Source: an optimization exercise on an open RTL-to-GDS flow (aim: small area, a short achievable clock period and few clock cycles per item). Production flows keep margins and buffers that such runs may drop. In this exercise RTL edits were held to simulation tests only and were not proved equivalent to the original.

## flow/design.v (module list and top-level ports; edited modules follow where they fit)
// module hsg_ctrl: 90 lines
// module hsg_add: 38 lines
// module hsg_dpath: 169 lines
// module hsg_dpath2: 71 lines
// module halton_sequence_generator_unit: 105 lines
module halton_sequence_generator_unit #(
	parameter int DIMS       = 8,
	parameter int FRAC_WIDTH = 16
) (
	input  logic        clk,
	input  logic        arst_n,
	input  logic        s_tvalid,
	output logic        s_tready,
	input  logic [15:0] s_tdata,    
	output logic        m_tvalid,
	input  logic        m_tready,
	output logic [71:0] m_tdata,    
	output logic [0:0]  m_tuser,    
	output logic        m_tlast,
	input  logic        cfg_valid,
	output logic        cfg_ready,
	input  logic [3:0]  cfg_data    
);
  // ...
==> flow/run.sh <==
#!/bin/bash
# synth_recipe.tcl (not shown) runs the flow's synth.tcl, then flattens the netlist and writes it again
# the make line also repeats each setting of config.mk as NAME=value (left out here)
make -C /OpenROAD-flow-scripts/flow DESIGN_CONFIG=/design/flow/config.mk WORK_HOME=/design/flow/orfs CLKGATE_MAP_FILE= SYNTH_SCRIPT=/design/flow/synth_recipe.tcl finish
==> flow/config.mk <==
export PLATFORM = sky130hd
export DESIGN_NAME = halton_sequence_generator_unit
export DESIGN_NICKNAME = halton_sequence_generator_unit
export VERILOG_FILES = /design/flow/design.v
export SDC_FILE = /design/flow/constraint.sdc
export NUM_CORES = 4
export LEC_CHECK = 0
export CAP_MARGIN = 20
export CORE_MARGIN = 2
export CORE_UTILIZATION = 55
export SETUP_SLACK_MARGIN = 5.0
export SLEW_MARGIN = 20
==> flow/constraint.sdc <==
create_clock -name core_clock -period 10.0 [get_ports {clk}]
set_input_delay 2.0000 -clock core_clock [delete_from_list [all_inputs] [get_ports {clk}]]
set_output_delay 2.0000 -clock core_clock [all_outputs]
set_load 0.01 [all_outputs]
==> flow_summary.yaml, run 1 <==
global_routing:
  grtUsageTotal: 0.310
  grt_pass1_wl_mm: 171
  use_met2: 0.494
  grt_util_met1: 0.440
synthesis:
  yosys.area.top_type: "dfrtp_1"
  yosys-top-cells-count: "nand2_1, nor2_1, ha_1"
  synth-adder-area-share: 0.168
final_layout:
  regArea_um2: 12900
  n_all_inverters: 181
  final_net_count: 4442
  clkCellAreaFrac: 0.0514
  nClkBuffers: 75
  largest_class: "multi-input combinational cells"
worst_hold_path:
  hold_path_end: "u_dim6.done_q"
detailed_routing:
  viasPerCell: 6.31
  vias: 30970
critical_path:
  worstPathArrival_ns: 5.09
  path_buf_inv: 0
  worst-setup-path-type: "register to register"
  reg2reg_depth: 10
timing:
  min_period_ns: 4.70
  slew_violations: 0
clock_tree:
  cts_max_level: 2
run_status:
  status: "timing/DRC/antenna clean"
floorplanning:
  start_util: 0.557
Testbench counts, summed over its fixed seeds: cycles 3,136, items 384.
==> run 2, diff against run 1 <==
--- a/flow/config.mk
+++ b/flow/config.mk
@@ -8,5 +8,4 @@
 export CAP_MARGIN = 20
 export CORE_MARGIN = 2
 export CORE_UTILIZATION = 55
-export SETUP_SLACK_MARGIN = 5.0
 export SLEW_MARGIN = 20
==> flow_summary.yaml, run 2 <==
run_status:
  status: "timing/DRC/antenna clean"
critical_path:
  path_buf_inv: 2
  cpPeakStageDelay_ns: 0.91
  critPathCaptureType: "register"
  critPathTopFamily: "adder cells"
  cp.required_ns: 10.57
  crit_fanout: 16
  cpMaxStageDelayCell: "fa_1"
  reg2reg_to: "u_dim1.k_q[3]"
  worstReg2RegStart: "u_dim1.sh_q[0]"
  crit_path_frequent_cell: "ha_1"
  reg2reg_depth: 15
  reg2reg_setup_slack_ns: 5.03
  worstPathArrival_ns: 5.53
  path_cells: "ha_1 > fa_1 > inv_1 > fa_1 > clkinv_1 > nand2_1 > nor4_1 > a31oi_1 > o221ai_4 > nor4b_2 > nand3_1 > ha_1 > ha_1 > xnor2_1 > o211ai_1"
  critPathLaunchType: "register"
  worst-setup-path-type: "register to register"
synthesis:
  synth.most_common_cell: "nand2_1"
  ys.warnings.count: 25
  synth-xor-area-share: 0.0374
  synthTopCellsByArea: "dfrtp_1, edfxtp_1, ha_1"
  synth_top_family_by_area: "compound AO/OA/AOI/OAI gates"
  yosys_register_bits: 521
  ys_async_sr_fraction: 0.386
  synth-main-ff-cell: "dfrtp_1"
  ys_seq_area_frac: 0.351
  syn_area_per_cell_um2: 9.05
  synth_top_area_share: 0.136
  yosys-mux-area-fraction: 0.0320
  synthSimpleGateAreaFrac: 0.170
  yosys.area.top_type: "dfrtp_1"
  synth-adder-area-share: 0.168
  synth-edff-count: 146
  synth_compound_area_frac: 0.191
  synthCells: 4055
  ys_types: 106
  syn_area_um2: 36700
  yosys-top-cells-count: "nand2_1, nor2_1, ha_1"
timing:
  setup_viol: 0
  skew_ns: 0.0245
  hold_viol: 0
  min_period_ns: 4.97
  slew-limit-headroom: 0.215
  max_freq_mhz: 201
  rsz0062_at_grt: "no"
  tns_ns: 0
  slew_violations: 0
  worstMarginPinSlew_ns: 1.17
  holdWs_ns: 0.454
  finalCritPeriodShare: 0.497
placed_design:
  dp_hpwl_mm: 82.0
  place.port_buffers: 56
  dpl.cell_count: 4788
  gp_congestion: 0.924
clock_tree:
  cts_root_buf: "clkbuf_16"
  holdBufCountCts: 0
  cts_max_level: 2
  cts_made_buffers: 59
  clk_latency_ns: 0.66
  cts_resized: 0
  clk_pin_slew_ns: 0.07
  postCtsSetupBuffers: 0
  cts_buffer_depth: 3
  cts_sinks: 521
  cts_tree: "done"
floorplanning:
  fp.dieW_um: 262
  rows: 94
  start_util: 0.557
  fp.dieH_um: 262
  dieArea_um2: 68800
  io_pins: 102
  core_area_um2: 65900
final_layout:
  final_net_count: 4437
  synthToLayoutAreaGrowth_pct: 8.29
  fill_cells: 5786
  most-common-layout-cells: "nand2_1, nor2_1, ha_1"
  final_util: 0.603
  largest_reg_flops: 20
  top_register: "u_dim1.ring_q"
  diodes: 0
  stdcell_count: 4901
  drive_gt1_frac: 0.0619
  final_common_cell: "nand2_1"
global_routing:
  grtUsageTotal: 0.310
  grt_overflow: 0
  grt_pass1_vias: 29854
  top_usage_layer: "met2"
  antenna_found_initial: 3
  grt_pass1_wl_mm: 171
  use_met2: 0.494
  grt_util_met1: 0.440
  grt_max_degree: 72
  grtUsageMet3: 0.0416
detailed_routing:
  vias: 30964
  drtPass1Iterations: 8
  viasPerCell: 6.32
  wl_mm: 109
  drtIter0Drc: 3159
  ant_nets: 0
  drc: 0
  wl_per_cell_um: 22.3
worst_hold_path:
  min_path_cells: 2
  hp-start: "u_dim6.done_q"
  hp-class: "register to register"
  hold_path_end: "u_dim6.done_q"
job:
  maxCapViolCount: 0
## run 2: cell families (layout without fill, tap and decap cells)
logic type | Yosys count | count (layout)
mux | 104 | 104
simple gates | 1340 | 1340
flops | 521 | 521
buf+inv | 448 | 394
compound gates | 1056 | 1056
other cells | 2 | 38
fa+ha+maj | 428 | 428
xor+xnor | 156 | 156
## run 2: stage by stage
step                instance area [um^2]  setup WS [ns]
finish                             39700           5.03
global placement                   37700           5.08
floorplan                          36800           5.60
global route                       39700           4.62
CTS                                39700           5.07
detailed placement                 37700           5.10
## run 2: per-layer routing
| metal | up-vias | part of all wire | wire (um) |
|---|---|---|---|
| met1 | 15208 | 0.44 | 48300 |
| li1 | 14397 | - | - |
| met5 | - | 0 | 0 |
| met2 | 1168 | 0.46 | 50500 |
| met4 | 0 | 0.030 | 3250 |
| met3 | 191 | 0.066 | 7180 |
## run 2: area by class of cell
type                            instances  area (um^2)  area share
Clock buffer                           75         1680      0.0423
Inverter                              181          679      0.0171
Timing Repair Buffer                  101          900      0.0226
Tap cell                              864         1080      0.0272
Multi-Input combinational cell       3122        22100       0.557
Clock inverter                         37          364     0.00916
Sequential cell                       521        12900       0.325
## run 2: worst max-delay path by stage
stage | from | endpoint | slack [ns] | cells past startpoint
2_1_floorplan | m_tready | u_ctrl.cc_q[0] | 5.60 | 5
3_3_place_gp | u_dim1.sh_q[0] | u_dim1.k_q[2] | 5.08 | 15
3_5_place_dp | u_dim1.sh_q[0] | u_dim1.k_q[3] | 5.10 | 15
4_1_cts | u_dim1.sh_q[0] | u_dim1.k_q[3] | 5.07 | 15
5_1_grt | u_dim1.sh_q[0] | u_dim1.k_q[3] | 4.62 | 15
6_report | u_dim1.sh_q[0] | u_dim1.k_q[3] | 5.03 | 15
## run 2: worst min-delay path, stage by stage (launching register included)
cell     delay (ns)
dfxtp_1        0.31
inv_1          0.05
a21oi_1        0.05

-- port drivers added, routing unchanged --
Ports are ideal in the flow. The routed layouts listed here were re-timed in OpenROAD. Step 1 (the two cells are an assumption about what drives the block):
set clk [get_ports {clk}]
set_driving_cell -lib_cell sky130_fd_sc_hd__clkbuf_16 $clk
set_driving_cell -lib_cell sky130_fd_sc_hd__buf_2 [delete_from_list [all_inputs] $clk]
Step 2 also shifts input and output timing later by t, the mid clock arrival at the registers, as if the neighbouring blocks saw the same clock. a / b / c = ideal ports / drivers / drivers and shift; a / b = the first two.
| run | t (ns) | setup WS [ns] | worst setup path after step 2 | worst register clock-pin slew, ns |
|---|---|---|---|---|
| run 1 | 0.710 | 5.299 / 5.299 / 5.147 | input to register | 0.07 / 0.07 |
| run 2 | 0.710 | 5.034 / 5.034 / 5.034 | register to register | 0.07 / 0.07 |
After both steps setup and hold are still met in every run listed. For run 1, which loses most, drivers alone change the setup slack by 0.000 ns; drivers and shift together by -0.152 ns.
